Source: an optimization exercise on an open RTL-to-GDS flow (aim: small area, a short achievable clock period and few clock cycles per item). Production flows keep margins and buffers that such runs may drop.
Only simulation tests tie the RTL to the original design; equivalence was not proved.
Power is estimated from default activity; no workload was simulated.

File: flow/constraint.sdc
create_clock -name core_clock -period 8.0 [get_ports {clk}]
set_input_delay 1.6000 -clock core_clock [delete_from_list [all_inputs] [get_ports {clk}]]
set_output_delay 1.6000 -clock core_clock [all_outputs]
set_load 0.01 [all_outputs]
File: flow/design.v
`default_nettype none
package kct_pkg;
	localparam int KCT_ENTRIES    = 16;
	localparam int KCT_KEY_BITS   = 8;
	localparam int KCT_COUNT_BITS = 16;
	typedef enum logic [1:0] {
		REQ_ADD     = 2'd0,
		REQ_CONSUME = 2'd1,
		REQ_QUERY   = 2'd2,
		REQ_CLEAR   = 2'd3
	} req_t;
	typedef enum logic [2:0] {
		STS_DONE     = 3'd0,
		STS_INVALID  = 3'd1,
		STS_FULL     = 3'd2,
		STS_SHORT    = 3'd3,
		STS_OVERFLOW = 3'd4
	} status_t;
endpackage
`default_nettype wire
`default_nettype none
module kct_cell #(
	parameter int KEY_BITS   = kct_pkg::KCT_KEY_BITS,
	parameter int COUNT_BITS = kct_pkg::KCT_COUNT_BITS
) (
	input  wire logic                  clk,
	input  wire logic                  arst_n,
	input  wire logic                  clr,       
	input  wire logic                  claim,     
	input  wire logic                  remove,    
	input  wire logic                  wr,        
	input  wire logic [KEY_BITS-1:0]   wkey,
	input  wire logic [COUNT_BITS-1:0] wcnt,
	input  wire logic [KEY_BITS-1:0]   in_key,
	output logic                       valid,
	output logic [COUNT_BITS-1:0]      cnt,
	output logic                       match_d
);
	logic                  valid_q;
	logic [KEY_BITS-1:0]   key_q;
	logic [COUNT_BITS-1:0] cnt_q;
	logic                  valid_d;
	logic [KEY_BITS-1:0]   key_d;
	always_comb begin
		if (clr)
			valid_d = 1'b0;
		else if (claim)
			valid_d = 1'b1;
		else if (remove)
			valid_d = 1'b0;
		else
			valid_d = valid_q;
		key_d   = claim ? wkey : key_q;
		match_d = valid_d && (key_d == in_key);
	end
	always_ff @(posedge clk or negedge arst_n) begin
		if (!arst_n)
			valid_q <= 1'b0;
		else
			valid_q <= valid_d;
	end
	always_ff @(posedge clk) begin
		key_q <= key_d;
		if (wr)
			cnt_q <= wcnt;
	end
	assign valid = valid_q;
	assign cnt   = cnt_q;
endmodule
`default_nettype wire
`default_nettype none
module keyed_count_table_top #(
	parameter int ENTRIES    = kct_pkg::KCT_ENTRIES,
	parameter int KEY_BITS   = kct_pkg::KCT_KEY_BITS,
	parameter int COUNT_BITS = kct_pkg::KCT_COUNT_BITS
) (
	input  wire logic        clk,
	input  wire logic        arst_n,
	input  wire logic        in_valid,
	output logic             in_ready,
	input  wire logic [1:0]  req_type,
	input  wire logic [7:0]  item_key,
	input  wire logic [15:0] amount,
	output logic             out_valid,
	input  wire logic        out_ready,
	output logic [2:0]       status,
	output logic             enough,
	output logic [15:0]      held_count
);
	logic [ENTRIES-1:0]    t_valid;
	logic [COUNT_BITS-1:0] t_cnt [ENTRIES];
	logic [ENTRIES-1:0]    t_match_d;
	logic [ENTRIES-1:0]    t_claim;
	logic [ENTRIES-1:0]    t_remove;
	logic [ENTRIES-1:0]    t_wr;
	logic                  e_vld_q;
	logic [1:0]            e_op_q;
	logic [KEY_BITS-1:0]   e_key_q;
	logic [15:0]           e_amt_q;
	logic [ENTRIES-1:0]    e_match_q;
	logic                  rdy_q;
	logic                  o_vld_q;
	logic [2:0]            o_sts_q;
	logic                  o_en_q;
	logic [15:0]           o_held_q;
	logic                  s_vld_q;
	logic [2:0]            s_sts_q;
	logic                  s_en_q;
	logic [15:0]           s_held_q;
	logic                  accept;
	logic                  exec;
	logic                  o_load;
	logic                  e_vld_d;
	logic                  s_vld_d;
	logic                  trivial;
	logic                  found;
	logic                  full;
	logic [ENTRIES-1:0]    free_oh;
	logic                  all_below;
	logic [COUNT_BITS-1:0] held;
	logic [COUNT_BITS:0]   sum;
	logic [COUNT_BITS:0]   diff;
	logic                  ovf;
	logic                  covers;
	logic                  is_add;
	logic                  is_con;
	logic                  is_qry;
	logic                  is_clr;
	logic                  do_set;
	logic                  do_claim;
	logic                  do_remove;
	logic [COUNT_BITS-1:0] wcnt;
	kct_pkg::status_t      r_sts;
	logic                  r_en;
	logic [15:0]           r_held;
	for (genvar i = 0; i < ENTRIES; i++) begin : g_cell
		kct_cell #(
			.KEY_BITS   (KEY_BITS),
			.COUNT_BITS (COUNT_BITS)
		) u_cell (
			.clk     (clk),
			.arst_n  (arst_n),
			.clr     (exec && is_clr),
			.claim   (t_claim[i]),
			.remove  (t_remove[i]),
			.wr      (t_wr[i]),
			.wkey    (e_key_q),
			.wcnt    (wcnt),
			.in_key  (item_key),
			.valid   (t_valid[i]),
			.cnt     (t_cnt[i]),
			.match_d (t_match_d[i])
		);
	end
	always_comb begin
		is_add  = (e_op_q == kct_pkg::REQ_ADD);
		is_con  = (e_op_q == kct_pkg::REQ_CONSUME);
		is_qry  = (e_op_q == kct_pkg::REQ_QUERY);
		is_clr  = (e_op_q == kct_pkg::REQ_CLEAR);
		trivial = (e_key_q == '0) || (e_amt_q == '0);
		found   = |e_match_q;
		full    = &t_valid;
		held    = '0;
		for (int i = 0; i < ENTRIES; i++)
			held = held | (t_cnt[i] & {COUNT_BITS{e_match_q[i]}});
		all_below = 1'b1;
		for (int i = 0; i < ENTRIES; i++) begin
			free_oh[i] = !t_valid[i] && all_below;
			all_below  = all_below && t_valid[i];
		end
		sum     = {1'b0, held} + {1'b0, e_amt_q};
		diff    = {1'b0, held} - {1'b0, e_amt_q};
		ovf     = sum[COUNT_BITS];
		covers  = !diff[COUNT_BITS];
		wcnt    = is_add ? sum[COUNT_BITS-1:0] : diff[COUNT_BITS-1:0];
		do_set    = exec && !trivial && found && ((is_add && !ovf) || (is_con && covers));
		do_claim  = exec && !trivial && !found && is_add && !full;
		do_remove = exec && !trivial && is_con && (held == e_amt_q);
		for (int i = 0; i < ENTRIES; i++) begin
			t_claim[i]  = do_claim && free_oh[i];
			t_remove[i] = do_remove && e_match_q[i];
			t_wr[i]     = t_claim[i] || (do_set && e_match_q[i]);
		end
		r_sts  = kct_pkg::STS_DONE;
		r_en   = 1'b1;
		r_held = held;
		unique case (e_op_q)
			kct_pkg::REQ_ADD: begin
				if (trivial) begin
					r_sts = kct_pkg::STS_INVALID;
				end else if (ovf) begin
					r_sts = kct_pkg::STS_OVERFLOW;
					r_en  = covers;
				end else if (!found && full) begin
					r_sts  = kct_pkg::STS_FULL;
					r_en   = 1'b0;
					r_held = '0;
				end else begin
					r_held = sum[COUNT_BITS-1:0];
				end
			end
			kct_pkg::REQ_CONSUME: begin
				if (trivial) begin
					r_en = 1'b1;
				end else if (!covers) begin
					r_sts = kct_pkg::STS_SHORT;
					r_en  = 1'b0;
				end else begin
					r_held = diff[COUNT_BITS-1:0];
				end
			end
			kct_pkg::REQ_QUERY: begin
				r_en = trivial || covers;
			end
			default: begin
				r_en   = trivial;
				r_held = '0;
			end
		endcase
	end
	always_comb begin
		in_ready = rdy_q;
		accept   = in_valid && rdy_q;
		exec     = e_vld_q && !s_vld_q;
		o_load   = !o_vld_q || out_ready;
		e_vld_d  = accept || (e_vld_q && !exec);
		s_vld_d  = s_vld_q ? !out_ready : (exec && !o_load);
	end
	always_ff @(posedge clk or negedge arst_n) begin
		if (!arst_n) begin
			rdy_q   <= 1'b1;
			e_vld_q <= 1'b0;
			o_vld_q <= 1'b0;
			s_vld_q <= 1'b0;
		end else begin
			rdy_q   <= !(e_vld_d && s_vld_d);
			e_vld_q <= e_vld_d;
			s_vld_q <= s_vld_d;
			if (o_load)
				o_vld_q <= s_vld_q || exec;
		end
	end
	always_ff @(posedge clk) begin
		if (accept) begin
			e_op_q    <= req_type;
			e_key_q   <= item_key;
			e_amt_q   <= amount;
			e_match_q <= t_match_d;
		end
		if (o_load) begin
			if (s_vld_q) begin
				o_sts_q  <= s_sts_q;
				o_en_q   <= s_en_q;
				o_held_q <= s_held_q;
			end else begin
				o_sts_q  <= r_sts;
				o_en_q   <= r_en;
				o_held_q <= r_held;
			end
		end
		if (exec && !o_load) begin
			s_sts_q  <= r_sts;
			s_en_q   <= r_en;
			s_held_q <= r_held;
		end
	end
	assign out_valid  = o_vld_q;
	assign status     = o_sts_q;
	assign enough     = o_en_q;
	assign held_count = o_held_q;
endmodule
`default_nettype wire
File: flow/config.mk
export PLATFORM = sky130hd
export DESIGN_NAME = keyed_count_table_top
export DESIGN_NICKNAME = keyed_count_table_top
export VERILOG_FILES = /design/flow/design.v
export SDC_FILE = /design/flow/constraint.sdc
export NUM_CORES = 4
export LEC_CHECK = 0
export CAP_MARGIN = 20
export CORE_MARGIN = 2
export CORE_UTILIZATION = 40
export PLACE_DENSITY = 0.6
export SLEW_MARGIN = 20
File: flow/run.sh
#!/bin/bash
# synth_recipe.tcl (not shown) runs the flow's synth.tcl, then flattens the netlist and writes it again
# the make line also repeats each setting of config.mk as NAME=value (left out here)
make -C /OpenROAD-flow-scripts/flow DESIGN_CONFIG=/design/flow/config.mk WORK_HOME=/design/flow/orfs CLKGATE_MAP_FILE= SYNTH_SCRIPT=/design/flow/synth_recipe.tcl finish
==> flow_metrics.py, run 1 <==
metrics = {
    "outcome": {
        "outcome": "no timing/DRC/antenna violations",
    },
    "worst_setup_path": {
        "arrival_ns": 6.81,
        "worstSetupEndpointType": "flip-flop",
        "crit_fanout": 19,
        "crit_slowest_cell": "a211oi_4",
        "critPathRequiredTime_ns": 8.24,
        "path_cells": "a22o_1, a221oi_1, and3_1, nand4_1, ha_1, nor2_1, a221oi_1, nand3b_1, a21oi_1, nand3_1, a211oi_4, nand2_1, nand2_1",
        "crit_type": "flip-flop to flip-flop",
        "cp-start-kind": "flip-flop",
        "cp_slowest_stage_delay_ns": 1.02,
    },
    "power_and_ir_drop": {
        "switching_share_pct": 30.1,
        "leakagePower_nw": 8.87,
        "p_comb_share_pct": 19.2,
        "p_int_mw": 4.72,
        "power_density_mw_per_mm2": 272,
        "p_switching_mw": 2.03,
        "clkPwrFrac_pct": 33.9,
        "p_seq_share_pct": 46.9,
        "ir_worst_vdd_mv": 0.160,
    },
    "floorplanning": {
        "die_w_um": 238,
        "die_h_um": 238,
        "die_area_sq_mm": 0.0564,
        "coreArea_sq_mm": 0.0539,
        "std_cell_rows": 85,
        "boundaryPins": 52,
        "initial_core_util_pct": 40.5,
    },
    "drt": {
        "drt_wl_total_um": 72200,
        "route.detailed.drc": 0,
        "drt_iter0_markers": 2064,
        "detailroute.via_count": 15454,
        "first_pass_iters": 6,
        "vias_per_cell": 6.10,
        "ant_nets": 0,
        "wl_per_cell_um": 28.5,
    },
    "timing": {
        "max_slew.worst_pin.slew_ns": 1.18,
        "finClkSkew_ns": 0.0401,
        "maxSlewHeadroom_pct": 20.9,
        "hold_viol": 0,
        "fmax_mhz": 152,
        "finalSetupTns_ns": 0,
        "layout_setup_ws_ns": 1.43,
        "setup_viol": 0,
        "rsz0062_at_grt": "false",
        "drv_slew": 0,
        "post-route-period-util_pct": 82.1,
        "whs_ns": 0.452,
        "fin_crit_ns": 6.57,
    },
    "synth": {
        "synth_area_sq_mm": 0.0218,
        "synth_ff_type": "edfxtp_1",
        "synth_nets": 1825,
        "synth_area_leaders": "edfxtp_1 47%, dfxtp_1 12%, mux2_2 5.9%",
        "synth_top_cell_area_share_pct": 46.5,
        "yosysUniqueCellTypes": 86,
        "yosysTopAreaCell": "edfxtp_1",
        "yosys_warnings": 3,
        "ys_seq_area_share_pct": 60.6,
        "ys_async_sr_fraction_pct": 4.12,
        "synth_area_per_cell_sq_um": 12.4,
        "syn_inst": 1760,
        "ys_seq_elements": 486,
        "synth_enable_flop_cells": 338,
    },
    "global_routing": {
        "grtUsageTotal_pct": 25.4,
        "grt_pass1_vias": 14722,
        "grt_antenna_before_repair": 0,
        "grt_overflow": 0,
        "grt_max_degree": 44,
        "grt_pass1_wl_um": 104000,
    },
    "clock_tree": {
        "cts_buffers": 49,
        "clk_path_buf_depth": 3,
        "clk-insertion-delay-late_ns": 0.63,
        "h-tree-depth": 2,
        "cts_tree": "yes",
        "clk_pin_slew_ns": 0.07,
        "hold_buffers": 0,
        "clock-sinks": 486,
        "post_cts_buffers": 0,
        "ctsResizeCount": 0,
        "root_buffer": "clkbuf_16",
    },
    "cells_and_area": {
        "instances_no_fill": 2535,
        "finish.utilization_pct": 46.0,
        "antenna_cells": 0,
        "nets": 1864,
        "areaGrowthSynthToFinish_pct": 13.7,
        "drive_gt1_share_pct": 14.8,
        "fill_cells": 4853,
    },
    "placement": {
        "placed_cells": 2444,
        "place_congestion": 0.958,
        "io_buffers": 51,
        "place_hpwl_um": 49800,
        "dp_slack_ns": 1.52,
    },
    "hold_path": {
        "hp-class": "flip-flop to flip-flop",
    },
    "run": {
        "maxCapViolCount": 0,
    },
}
-- flip-flops by register name (all words and copies together), names as in the netlist, 2 cells and up --
register / cells
e_amt_q: 16
e_key_q: 8
e_match_q: 16
e_op_q: 2
g_cell.u_cell.cnt_q: 256
g_cell.u_cell.key_q: 128
g_cell.u_cell.valid_q: 16
o_held_q: 16
o_sts_q: 3
s_held_q: 16
s_sts_q: 3
-- logic make-up (layout without fill, tap and decap cells) --
logic type,after synthesis,in the layout,synth area share [%]
DFF,486,486,60.6
and+or+nand+nor,474,474,10.9
AOI/OAI and AO/OA,351,351,12.0
buffers and inverters,167,246,3.07
muxes,125,125,6.43
xor gates and xnor gates,122,122,4.90
adders and majority gates,35,35,2.08
-- placed cells by master, fill, tap and decap left out, drive strengths merged, types with 6 or more instances in the layout --
cell | Yosys | final
a211oi | 12 | 12
a21o | 11 | 11
a21oi | 50 | 50
a221o | 7 | 7
a221oi | 46 | 46
a22o | 39 | 39
a22oi | 57 | 57
a31oi | 10 | 10
and2 | 7 | 7
and3 | 11 | 11
buf | 34 | 40
clkbuf | 69 | 70
clkdlybuf4s50 | 0 | 51
clkinv | 5 | 20
dfrtp | 19 | 19
dfxtp | 128 | 128
edfxtp | 338 | 338
ha | 33 | 33
inv | 59 | 61
mux2 | 116 | 116
mux2i | 9 | 9
nand2 | 184 | 184
nand2b | 11 | 11
nand3 | 43 | 43
nand4 | 28 | 28
nor2 | 75 | 75
nor2b | 13 | 13
nor3 | 25 | 25
nor4 | 41 | 41
o211ai | 6 | 6
o21ai | 36 | 36
o21bai | 7 | 7
o221ai | 10 | 10
or3 | 6 | 6
or4 | 8 | 8
xnor2 | 90 | 90
xor2 | 32 | 32
-- power groups by stage --
stage	Combinational (mW)	Clock, mW	Sequential [mW]
global route	1.36	2.42	3.18
global placement	1.28	0	3.21
floorplan	0.685	0	3.14
CTS	1.28	2.33	3.16
detailed placement	1.28	0	3.21
finish	1.30	2.29	3.17
-- Yosys cell counts, drive strengths merged (34+ instances only) --
cell type,n
nand2,184
edfxtp,338
xnor2,90
o21ai,36
dfxtp,128
nor2,75
inv,59
a22o,39
buf,34
a221oi,46
a21oi,50
clkbuf,69
a22oi,57
mux2,116
nor4,41
nand3,43
-- routing by layer --
metal	wire length, um	vias up	GRT usage [%]
met1	30600	7767	36.0
met3	6290	125	4.06
li1	-	6733	-
met2	33400	829	40.6
met4	1920	0	6.77
met5	0	-	0
-- worst max-delay path, delay by kind of cell, from the launching register on --
family                   cells  cell delay, ns
AO/OA/AOI/OAI                5            2.94
adder cells (fa/ha/maj)      1            0.59
flip-flops                   1            0.82
AND/OR/NAND/NOR              7            1.81
-- metrics by stage --
stage | instance area (sq um) | total power [mW]
2_1_floorplan | 21800 | 3.82
3_3_place_gp | 23200 | 4.49
3_5_place_dp | 23200 | 4.50
4_1_cts | 24800 | 6.77
5_1_grt | 24800 | 6.96
6_report | 24800 | 6.76
-- path summary, 6_finish.rpt --
kind / start / endpoint / slack (ns) / cells past startpoint
setup / recovery: e_match_q[1] / g_cell[7].u_cell.cnt_q[2] / 1.43 / 13
hold reg to reg: g_cell[15].u_cell.key_q[0] / g_cell[15].u_cell.key_q[0] / 0.45 / 2
setup reg to reg: e_match_q[1] / g_cell[7].u_cell.cnt_q[2] / 1.43 / 13
max in group asynchronous: arst_n / g_cell[1].u_cell.valid_q / 5.80 / 1
min in group asynchronous: arst_n / o_vld_q / 1.55 / 1
hold / removal: g_cell[15].u_cell.key_q[0] / g_cell[15].u_cell.key_q[0] / 0.45 / 2
-- cell type report --
type                    instances  area, sq um  share of cell area (%)
repair buffers                 91          811                    3.27
clock buffers                  70         1390                    5.61
clock inverters                21          219                   0.882
well taps                     696          871                    3.51
inverters                      64          240                   0.968
flip-flops and latches        486        13200                    53.3
multi-input cells            1107         8070                    32.5
Testbench counts, summed over its fixed seeds: cycles 12,016, items 12,000.
==> run 2, diff against run 1 <==
--- a/flow/config.mk
+++ b/flow/config.mk
@@ -6,7 +6,9 @@
 export NUM_CORES = 4
 export LEC_CHECK = 0
+export ABC_CLOCK_PERIOD_IN_PS = 3000
 export CAP_MARGIN = 20
 export CORE_MARGIN = 2
 export CORE_UTILIZATION = 40
 export PLACE_DENSITY = 0.6
+export SETUP_SLACK_MARGIN = 5.0
 export SLEW_MARGIN = 20
==> flow_metrics.py, run 2 <==
metrics = {
    "outcome": {
        "outcome": "no timing/DRC/antenna violations",
    },
    "synth": {
        "synth_top_family_by_area": "compound AO/OA/AOI/OAI gates",
        "ys_seq_elements": 486,
        "synth_enable_flop_cells": 338,
        "synthAdderAreaFrac_pct": 2.08,
        "ys_seq_area_share_pct": 60.6,
        "yosys_warnings": 3,
        "synth_ff_type": "edfxtp_1",
        "syn_inst": 1760,
        "synth-xor-area-share_pct": 4.90,
        "synthMuxAreaShare_pct": 6.43,
        "synth_nets": 1825,
        "yosysUniqueCellTypes": 86,
        "synth-compound-area-share_pct": 12.0,
        "synth_area_leaders": "edfxtp_1 47%, dfxtp_1 12%, mux2_2 5.9%",
        "yosysMostFrequentCell": "edfxtp_1",
        "ys_async_sr_fraction_pct": 4.12,
        "synth_commonest_cells": "338 x edfxtp_1, 184 x nand2_1, 128 x dfxtp_1",
        "synth_area_sq_mm": 0.0218,
        "yosys.area_share.simple_pct": 10.9,
        "synth_area_per_cell_sq_um": 12.4,
        "synth_top_cell_area_share_pct": 46.5,
        "yosysTopAreaCell": "edfxtp_1",
    },
    "floorplanning": {
        "coreArea_sq_mm": 0.0539,
        "die_h_um": 238,
        "die_w_um": 238,
        "die_area_sq_mm": 0.0564,
        "boundaryPins": 52,
        "std_cell_rows": 85,
        "initial_core_util_pct": 40.5,
    },
    "drt": {
        "wl_met3_um": 7830,
        "drt_wl_total_um": 77600,
        "detailroute.via_count": 17135,
        "first_pass_iters": 6,
        "vias_per_cell": 6.14,
        "route.detailed.drc": 0,
        "ant_nets": 0,
        "top_layer": "met4",
        "wl_per_cell_um": 27.8,
        "wl_met2_um": 35800,
        "drt_iter0_markers": 1995,
        "drt-met1-wl_um": 30300,
    },
    "global_routing": {
        "grt_overflow": 0,
        "grt_pass1_wl_um": 108000,
        "grt_antenna_before_repair": 0,
        "grt_max_degree": 44,
        "grt_pass1_vias": 16055,
        "grtUsageTotal_pct": 26.1,
    },
    "timing": {
        "finClkSkew_ns": 0.0254,
        "rsz0062_at_grt": "true",
        "max_slew.worst_pin.slew_ns": 0.947,
        "setup_viol": 0,
        "maxSlewHeadroom_pct": 36.0,
        "hold_viol": 0,
        "drv_slew": 0,
        "fmax_mhz": 225,
        "fin_crit_ns": 4.45,
        "post-route-period-util_pct": 55.6,
        "whs_ns": 0.446,
        "finalSetupTns_ns": 0,
    },
    "run": {
        "maxCapViolCount": 0,
    },
    "placement": {
        "placed_cells": 2440,
        "place_congestion": 0.948,
        "place_hpwl_um": 44800,
        "io_buffers": 51,
    },
    "cells_and_area": {
        "ff_latch_area_sq_mm": 0.0132,
        "nets": 2123,
        "instances_no_fill": 2790,
        "drive_gt1_share_pct": 37.8,
        "final_common_cell": "edfxtp_1",
        "top_register": "g_cell.u_cell.cnt_q",
        "areaGrowthSynthToFinish_pct": 36.7,
        "antenna_cells": 0,
        "multiInputGateArea_sq_mm": 0.0107,
        "largest_register_ffs": 256,
        "layout_common_cells": "338 x edfxtp_1, 201 x buf_4, 136 x nand2_1",
        "fill_cells": 4331,
        "reg_top3": "g_cell.u_cell.cnt_q x256, g_cell.u_cell.key_q x128",
    },
    "worst_setup_path": {
        "cp_slowest_stage_delay_ns": 0.49,
        "path_cells": "buf_6, a22o_1, a221oi_2, nand3_1, nor2_4, inv_2, ha_4, inv_2, fa_2, nor2_4, o311a_4, o311ai_4, buf_6, a2111o_1, buf_6, buf_6, a31oi_1, a311oi_1, o21ai_2, mux2_2",
        "crit_slowest_cell": "edfxtp_1",
        "crit_path_frequent_cell": "buf_6",
        "crit_fanout": 4,
        "cp-start-kind": "flip-flop",
        "critPathRequiredTime_ns": 8.36,
        "crit_family": "compound AO/OA/AOI/OAI gates",
        "worstSetupEndpointType": "flip-flop",
        "crit_type": "flip-flop to flip-flop",
        "crit_buf_inv": 6,
        "r2r_setup_slack_ns": 3.55,
        "arrival_ns": 4.81,
    },
    "power_and_ir_drop": {
        "p_int_mw": 5.09,
        "p_seq_share_pct": 42.3,
        "p_switching_mw": 2.25,
        "clkPwrFrac_pct": 30.4,
        "ir_worst_vdd_mv": 0.204,
        "power_density_mw_per_mm2": 246,
        "switching_share_pct": 30.6,
        "leakagePower_nw": 10.8,
        "p_comb_share_pct": 27.4,
    },
    "clock_tree": {
        "clk-insertion-delay-late_ns": 0.62,
        "cts_tree": "yes",
        "h-tree-depth": 2,
        "clock-sinks": 486,
        "root_buffer": "clkbuf_16",
        "clk_path_buf_depth": 3,
        "cts_buffers": 49,
        "hold_buffers": 0,
        "clk_pin_slew_ns": 0.06,
    },
    "hold_path": {
        "hp-class": "flip-flop to flip-flop",
    },
}
==> run 2: cell count changes in the layout (fill, tap and decap cells not counted), moves of 24 or more <==
cell	delta
nand2_8	+35
buf_6	+40
a221oi_1	-30
buf_12	+31
buf_4	+161
clkdlybuf4s50_1	-24
nand2_1	-48
==> run 2: per-layer routing <==
layer  global-route usage, %  vias to the layer above
met2                    41.7                     1063
met1                    35.3                     8525
met3                    4.78                      235
met4                    10.0                        0
met5                       0                        -
li1                        -                     7312
==> run 2: path summary, 6_finish.rpt <==
kind,end,start,cells past startpoint
setup / recovery,o_held_q[5],e_match_q[0],20
hold / removal,g_cell[5].u_cell.key_q[6],g_cell[5].u_cell.key_q[6],2
setup reg to reg,o_held_q[5],e_match_q[0],20
hold reg to reg,g_cell[5].u_cell.key_q[6],g_cell[5].u_cell.key_q[6],2
max in group asynchronous,g_cell[3].u_cell.valid_q,arst_n,1
min in group asynchronous,o_vld_q,arst_n,1
==> run 2: cells by family (layout without fill, tap and decap cells) <==
kind of cell / Yosys count / in the layout
AOI/OAI and AO/OA: 351 / 354
muxes: 125 / 125
adders and majority gates: 35 / 35
and+or+nand+nor: 474 / 486
DFF: 486 / 486
buffers and inverters: 167 / 486
xor gates and xnor gates: 122 / 122
==> run 2: power groups by stage <==
stage          logic, mW  registers (mW)  clock network (mW)
3_5_place_dp        1.27            3.19                   0
2_1_floorplan      0.795            3.14                   0
3_3_place_gp        1.27            3.18                   0
6_report            2.01            3.10                2.23
4_1_cts             1.73            3.10                2.26
5_1_grt             2.07            3.11                2.36
==> run 2: timing repair <==
item | 4_1_cts | 5_1_grt
setup endpoints to repair | 714 | 645
resized for setup | 284 | 178
buffers inserted | 161 | 83
endpoints found under the hold margin | 0 | 0
gates cloned | 13 | 6
pin swaps | 81 | 130
==> run 2: area by class of cell <==
class / instances / share of cell area, %
Clock buffer: 77 / 4.63
Clock inverter: 10 / 0.503
Inverter: 64 / 0.831
Multi-Input combinational cell: 1122 / 35.8
Sequential cell: 486 / 44.3
Tap cell: 696 / 2.92
Timing Repair Buffer: 335 / 11.0
==> run 2: through the flow <==
| stage | setup WS, ns | util [%] | cell area, sq um | power, mW |
|---|---|---|---|---|
| 2_1_floorplan | 4.13 | - | 22500 | 3.93 |
| 3_3_place_gp | 2.27 | 43.8 | 23600 | 4.45 |
| 3_5_place_dp | 2.31 | 43.8 | 23600 | 4.45 |
| 4_1_cts | 3.73 | 52.2 | 28200 | 7.09 |
| 5_1_grt | 3.51 | 55.3 | 29800 | 7.55 |
| 6_report | 3.55 | 55.3 | 29800 | 7.34 |
==> run 2: worst register-to-register path, delay by kind of cell (launching register included) <==
family                     cells  cell delay [ns]
buffers and inverters          6             0.71
muxes                          1             0.30
and+or+nand+nor                3             0.37
adders and majority gates      2             0.40
DFF                            1             0.49
AOI/OAI and AO/OA              8             1.92
==> run 3, diff against run 2 <==
--- a/flow/config.mk
+++ b/flow/config.mk
@@ -6,9 +6,9 @@
 export NUM_CORES = 4
 export LEC_CHECK = 0
-export ABC_CLOCK_PERIOD_IN_PS = 3000
+export ABC_CLOCK_PERIOD_IN_PS = 4000
 export CAP_MARGIN = 20
 export CORE_MARGIN = 2
 export CORE_UTILIZATION = 40
 export PLACE_DENSITY = 0.6
-export SETUP_SLACK_MARGIN = 5.0
+export SETUP_SLACK_MARGIN = 4.0
 export SLEW_MARGIN = 20
==> flow_metrics.py, run 3 <==
metrics = {
    "floorplanning": {
        "die_area_sq_mm": 0.0564,
        "coreArea_sq_mm": 0.0539,
        "die_w_um": 238,
        "initial_core_util_pct": 40.5,
        "std_cell_rows": 85,
        "boundaryPins": 52,
        "die_h_um": 238,
    },
    "clock_tree": {
        "clk_path_buf_depth": 3,
        "clk-insertion-delay-late_ns": 0.63,
        "root_buffer": "clkbuf_16",
        "hold_buffers": 0,
        "clk_pin_slew_ns": 0.06,
        "cts_tree": "yes",
        "h-tree-depth": 2,
        "cts_buffers": 50,
        "clock-sinks": 486,
    },
    "timing": {
        "fin_crit_ns": 4.41,
        "maxSlewHeadroom_pct": 37.3,
        "whs_ns": 0.447,
        "finClkSkew_ns": 0.0478,
        "fmax_mhz": 227,
        "layout_setup_ws_ns": 3.59,
        "rsz0062_at_grt": "true",
        "post-route-period-util_pct": 55.1,
        "setup_viol": 0,
        "finalSetupTns_ns": 0,
        "max_slew.worst_pin.slew_ns": 0.927,
        "hold_viol": 0,
        "drv_slew": 0,
    },
    "worst_setup_path": {
        "cp-start-kind": "flip-flop",
        "worstSetupEndpointType": "flip-flop",
        "critPathRequiredTime_ns": 8.37,
        "crit_fanout": 7,
        "crit_type": "flip-flop to flip-flop",
        "arrival_ns": 4.78,
    },
    "drt": {
        "ant_nets": 0,
        "detailroute.via_count": 17106,
        "wl_per_cell_um": 28.5,
        "route.detailed.drc": 0,
        "drt_wl_total_um": 79000,
        "vias_per_cell": 6.18,
        "first_pass_iters": 5,
        "drt_iter0_markers": 2054,
    },
    "power_and_ir_drop": {
        "switching_share_pct": 30.3,
        "p_seq_share_pct": 42.7,
        "clkPwrFrac_pct": 32.1,
        "power_density_mw_per_mm2": 250,
        "p_comb_share_pct": 25.2,
        "ir_worst_vdd_mv": 0.188,
        "p_int_mw": 5.07,
        "p_switching_mw": 2.21,
        "totalPowerFinal_mw": 7.27,
        "leakagePower_nw": 10.6,
    },
    "synth": {
        "synth_nets": 1825,
        "synth_area_sq_mm": 0.0218,
        "ys_seq_elements": 486,
        "synth_enable_flop_cells": 338,
        "synth_area_per_cell_sq_um": 12.4,
        "syn_inst": 1760,
        "ys_seq_area_share_pct": 60.6,
        "ys_async_sr_fraction_pct": 4.12,
        "synth_area_leaders": "edfxtp_1 47%, dfxtp_1 12%, mux2_2 5.9%",
        "yosysMostFrequentCell": "edfxtp_1",
        "yosys_warnings": 3,
        "synth_commonest_cells": "338 x edfxtp_1, 184 x nand2_1, 128 x dfxtp_1",
        "synth_ff_type": "edfxtp_1",
        "synth_top_cell_area_share_pct": 46.5,
        "yosysUniqueCellTypes": 86,
        "yosysTopAreaCell": "edfxtp_1",
    },
    "cells_and_area": {
        "final_common_cell": "edfxtp_1",
        "nets": 2099,
        "finalInstanceArea_sq_mm": 0.0291,
        "antenna_cells": 0,
        "largest_register_ffs": 256,
        "top_register": "g_cell.u_cell.cnt_q",
        "fill_cells": 4379,
        "layout_common_cells": "338 x edfxtp_1, 184 x buf_4, 143 x nand2_1",
        "reg_top3": "g_cell.u_cell.cnt_q x256, g_cell.u_cell.key_q x128",
        "areaGrowthSynthToFinish_pct": 33.4,
        "finish.utilization_pct": 54.0,
        "drive_gt1_share_pct": 34.5,
        "instances_no_fill": 2769,
    },
    "global_routing": {
        "grt_antenna_before_repair": 0,
        "grt_overflow": 0,
        "grt_pass1_wl_um": 111000,
        "grt_pass1_vias": 16451,
        "grt_max_degree": 27,
        "grtUsageTotal_pct": 26.8,
    },
    "placement": {
        "place_area_sq_mm": 0.0233,
        "io_buffers": 51,
        "placed_cells": 2452,
        "dp_slack_ns": 2.31,
        "place_congestion": 0.949,
        "place_hpwl_um": 43400,
    },
    "outcome": {
        "outcome": "no timing/DRC/antenna violations",
    },
    "run": {
        "maxCapViolCount": 0,
    },
    "hold_path": {
        "hp-class": "flip-flop to flip-flop",
    },
}
==> run 3: cell counts after synthesis <==
No cell type changed its count.
==> run 3: worst max-delay path, cell delays in order (launching register included) <==
cell	delay, ns
edfxtp_1	0.48
buf_6	0.16
buf_6	0.13
buf_16	0.14
a22o_1	0.20
a221oi_2	0.27
nand4_1	0.17
buf_6	0.17
ha_4	0.32
inv_6	0.04
a221oi_4	0.35
nand3b_1	0.20
a21oi_4	0.23
buf_4	0.14
buf_8	0.12
a41oi_4	0.21
a22oi_1	0.32
o31ai_2	0.17
mux2_2	0.31
==> run 3: power by group through the flow <==
stage	clock [mW]	combinational (mW)	sequential, mW
2_1_floorplan	0	0.695	3.14
3_3_place_gp	0	1.21	3.17
3_5_place_dp	0	1.21	3.17
4_1_cts	2.34	1.64	3.10
5_1_grt	2.44	1.90	3.12
6_report	2.34	1.83	3.10
==> run 3: path summary, 6_finish.rpt <==
| path | from | end | slack [ns] | cells past startpoint |
|---|---|---|---|---|
| setup reg to reg | e_match_q[7] | o_held_q[1] | 3.59 | 18 |
| setup / recovery | e_match_q[7] | o_held_q[1] | 3.59 | 18 |
| min in group asynchronous | arst_n | g_cell[10].u_cell.valid_q | 0.96 | 1 |
| hold / removal | g_cell[15].u_cell.key_q[3] | g_cell[15].u_cell.key_q[3] | 0.45 | 2 |
| max in group asynchronous | arst_n | g_cell[1].u_cell.valid_q | 6.64 | 1 |
| hold reg to reg | g_cell[15].u_cell.key_q[3] | g_cell[15].u_cell.key_q[3] | 0.45 | 2 |
==> run 3: timing repair <==
action,CTS,global route
gates cloned,23,3
hold endpoints to repair,0,0
setup endpoints to repair,488,437
gates resized for setup,269,156
pin swaps,66,87
setup buffers,151,49
==> run 3: layout make-up <==
type	count	area (sq um)	area share [%]
multi-input combinational	1123	10000	34.5
inverter	64	260	0.894
clock buffer	66	1370	4.71
tap	696	871	2.99
sequential	486	13200	45.4
timing repair buffer	309	3110	10.7
clock inverter	25	244	0.838
==> run 3: routing by layer <==
layer | global-route usage [%] | up-vias | wire, um
met5 | 0 | - | 0
met4 | 12.7 | 0 | 4430
met3 | 5.60 | 266 | 8220
met2 | 42.7 | 1062 | 35800
met1 | 35.2 | 8507 | 30600
li1 | - | 7271 | -
==> run 3: kinds of logic (layout without fill, tap and decap cells) <==
kind of cell,Yosys count,in the layout,share of synthesized area (%)
buf+inv,167,464,3.07
mux,125,125,6.43
flops,486,486,60.6
fa+ha+maj,35,35,2.08
compound gates,351,353,12.0
simple gates,474,488,10.9
xor+xnor,122,122,4.90

==> port drivers added, routing unchanged <==
No port has a modelled driver above. Below, the same layouts with a new extraction and two added sets of constraints.
Step 1 sets driving cells, clkbuf_16 on the clock port and buf_2 on the other inputs (assumed; they add their load-dependent delay and slew).
Step 2 also shifts input and output timing later by t, the mid clock arrival at the registers, as if the neighbouring blocks saw the same clock.
Three values: no drivers, after step 1, after step 2; two values: the first two.
| run | t, ns | slack for setup (ns) | pins driven straight from the clock port |
|---|---|---|---|
| run 1 | 0.665 | 1.428 / 1.428 / 1.428 | 1 |
| run 2 | 0.665 | 3.551 / 3.551 / 3.539 | 1 |
| run 3 | 0.664 | 3.590 / 3.590 / 3.517 | 1 |
After both steps setup and hold are still met in every run listed. The setup slack of run 3, which loses most, moves by 0.000 ns with the drivers and by -0.073 ns with both steps.
